What follows belongs to an exercise in optimizing a design on an open flow for small area and a short achievable clock period; a production flow would make more cautious choices.
The RTL was checked by simulation tests, not by an equivalence proof against the original design.

## robTop
module robTop (
    input  logic                   Clk,
    input  logic                   arstN,
    input  logic                   stall,
    input  logic                   flush,
    input  logic                   extInterrupt,
    input  logic                   dispatchValid0,
    input  robEntryPkg::pcT        dispatchPc0,
    input  robEntryPkg::microOpE   dispatchOp0,
    input  logic                   dispatchRdValid0,
    input  robEntryPkg::archRegT   dispatchArchRd0,
    input  robEntryPkg::physRegT   dispatchPhysRd0,
    input  logic                   dispatchValid1,
    input  robEntryPkg::pcT        dispatchPc1,
    input  robEntryPkg::microOpE   dispatchOp1,
    input  logic                   dispatchRdValid1,
    input  robEntryPkg::archRegT   dispatchArchRd1,
    input  robEntryPkg::physRegT   dispatchPhysRd1,
    output robEntryPkg::robIdxT    allocIdx0,
    output robEntryPkg::robIdxT    allocIdx1,
    output logic                   robFull,
    input  logic                   aluDone0,
    input  logic                   aluDone1,
    input  robEntryPkg::robIdxT    aluDoneIdx0,
    input  robEntryPkg::robIdxT    aluDoneIdx1,
    input  logic                   memDone,
    input  robEntryPkg::robIdxT    memDoneIdx,
    input  logic                   memTrap,
    input  robEntryPkg::trapCodeT  memTrapCode,
    input  robEntryPkg::pcT        memFaultAddr,
    input  robEntryPkg::bufIdxT    memBufIdx,
    input  robEntryPkg::robIdxT    pcReadIdx,
    output robEntryPkg::pcT        pcReadData,
    output logic                   commitMap0,
    output logic                   commitMap1,
    output robEntryPkg::archRegT   commitArchRd0,
    output robEntryPkg::archRegT   commitArchRd1,
    output robEntryPkg::physRegT   commitPhysRd0,
    output robEntryPkg::physRegT   commitPhysRd1,
    output logic                   memRetire,
    output logic                   memRetireStore,
    output robEntryPkg::bufIdxT    memRetireBufIdx,
    output logic                   trapValid,
    output robEntryPkg::pcT        trapPc,
    output robEntryPkg::pcT        trapAddr,
    output robEntryPkg::trapCodeT  trapCode
);
Settings: LEC_CHECK=0, CAP_MARGIN=20, CORE_MARGIN=2, CORE_UTILIZATION=40, SETUP_SLACK_MARGIN=3.0, SLEW_MARGIN=20, TNS_END_PERCENT=0; clock period 6.5 ns.
standard.sh (not shown) runs the stock make flow with config.mk's settings and CLKGATE_MAP_FILE= SYNTH_SCRIPT=/design/flow/synth_recipe.tcl, a recipe that flattens the netlist after the stock synthesis.
==> flow/flow/run.sh <==
#!/bin/bash
# The standard layout (standard.sh, unchanged synthesis) with two changes:
# port buffers are sky130 buf_2 cells, and clock tree synthesis gets its own
# arguments. Each tool's full output stays in orfs/logs; make's output goes
# to standard.log in this folder.
set -euo pipefail
export BUFFER_PORTS_ARGS="-buffer_cell sky130_fd_sc_hd__buf_2"
export CTS_ARGS="-sink_clustering_enable -repair_clock_nets -dont_use_dummy_load -buf_list sky130_fd_sc_hd__clkbuf_8 -sink_clustering_size 16 -sink_clustering_max_diameter 60"
bash standard.sh > standard.log 2>&1
Rerun with:
--- a/flow/design.v
+++ b/flow/design.v
@@ -233,45 +233,50 @@
     assign trapPc = headIdx[0] ? bankPc[1]   : bankPc[0];
     assign pcReadData = entPc[pcReadIdx[0]][pcReadIdx[3:1]];
     logic       h0M, h1M, h0S, h1S;
     logic       h0Rdv, h1Rdv;
     logic       h0Valid, h1Valid;
     logic       h0Trap, h1Trap;
     logic       h0Sys, h1Sys;
-    logic       retireEnable, h0Ready;
+    logic       retireEnable;
     logic       interruptTake, faultTake, syscallTake;
     logic       retire0, retire1;
     assign h0M   = h0F[FW-1];
     assign h1M   = h1F[FW-1];
     assign h0S   = h0F[FW-2];
     assign h1S   = h1F[FW-2];
     assign h0Rdv = h0F[FW-3];
     assign h1Rdv = h1F[FW-3];
     assign h0Sys = !h0M && h0S;
     assign h1Sys = !h1M && h1S;
     assign h0Valid = occupancy != 5'd0;
     assign h1Valid = occupancy[4:1] != 4'd0;
     assign h0Trap  = faultValid && (faultIdx == headIdx);
     assign h1Trap  = faultValid && (faultIdx == headIdx + 4'd1);
+    logic run, go;
+    logic p0, p1;
+    assign run = !trapHold && h0Valid;
+    assign go  = !stall && !flush && !extInterrupt;
+    assign p0  = run && h0Done && !h0Trap && !h0Sys;
+    assign p1  = p0 && h1Valid && h1Done && !h1Trap && !h1Sys && !(h0M && h1M);
     assign retireEnable  = active && !trapHold;
-    assign h0Ready       = retireEnable && h0Valid && h0Done;
-    assign interruptTake = retireEnable && extInterrupt && h0Valid;
-    assign faultTake     = h0Ready && !extInterrupt && h0Trap;
-    assign syscallTake   = h0Ready && !extInterrupt && !h0Trap && h0Sys;
-    assign trapTaken     = interruptTake || faultTake || syscallTake;
-    assign retire0 = h0Ready && !extInterrupt && !h0Trap && !h0Sys;
-    assign retire1 = retire0 && h1Valid && h1Done && !h1Trap && !h1Sys && !(h0M && h1M);
+    assign interruptTake = active && extInterrupt && run;
+    assign faultTake     = go && run && h0Done && h0Trap;
+    assign syscallTake   = go && run && h0Done && !h0Trap && h0Sys;
+    assign trapTaken     = active && run && (extInterrupt || (h0Done && (h0Trap || h0Sys)));
+    assign retire0 = go && p0;
+    assign retire1 = go && p1;
     assign retireCount = {retire1, retire0 && !retire1};
-    assign commitMap0    = retire0 && h0Rdv;
-    assign commitMap1    = retire1 && h1Rdv;
+    assign commitMap0    = go && (p0 && h0Rdv);
+    assign commitMap1    = go && (p1 && h1Rdv);
     assign commitArchRd0 = h0F[AW+RW-1 -: AW];
     assign commitArchRd1 = h1F[AW+RW-1 -: AW];
     assign commitPhysRd0 = h0F[RW-1:0];
     assign commitPhysRd1 = h1F[RW-1:0];
-    assign memRetire       = (retire0 && h0M) || (retire1 && h1M);
+    assign memRetire       = go && ((p0 && h0M) || (p1 && h1M));
     assign memRetireStore  = h0M ? h0S : h1S;
     assign memRetireBufIdx = h0M ? h0Buf : h1Buf;
     assign trapValid = trapTaken;
     assign trapCode  = extInterrupt ? 7'(0) :
                        h0Trap       ? faultCode : 7'(10);
     assign trapAddr  = (!extInterrupt && h0Trap) ? faultAddr : '0;
 endmodule
=> The new run produced a clean layout. Sequential share of layout area rose by 0.35 points. Cell area goes down slightly. Count of clock-buffer cells in the layout went down by 3. Fmax went up by a few percent. Flip-flop and latch count does not change. Clock skew came out lower by 0.028 ns. Via count came out lower by a few percent. Register-to-register slack gets better by 0.02 ns.

what the ideal ports hide:
The flow's constraints put no driver on any port. The routed layouts listed below were extracted and timed again, unchanged, in two steps.
Step 1 (the two cells are an assumption about what drives the block):
set clk [get_ports {Clk}]
set_driving_cell -lib_cell sky130_fd_sc_hd__clkbuf_16 $clk
set_driving_cell -lib_cell sky130_fd_sc_hd__buf_2 [delete_from_list [all_inputs] $clk]
Step 2 also shifts input and output timing later by t, the mid clock arrival at the registers, as if the neighbouring blocks saw the same clock.
Slacks: ideal / step 1 / step 2; pairs: ideal / step 1.
| run | shift t [ns] | setup WS [ns] | worst setup path after step 2 | clock arrival spread, ns |
|---|---|---|---|---|
| the first run | 0.783 | 2.074 / 1.879 / 1.747 | input to register | 0.111 / 0.110 |
| the second run | 0.768 | 2.266 / 2.154 / 1.868 | input to register | 0.094 / 0.094 |
After both steps setup and hold are still met in every run listed. For the second run, which loses most, drivers alone change the setup slack by -0.112 ns; drivers and shift together by -0.398 ns.
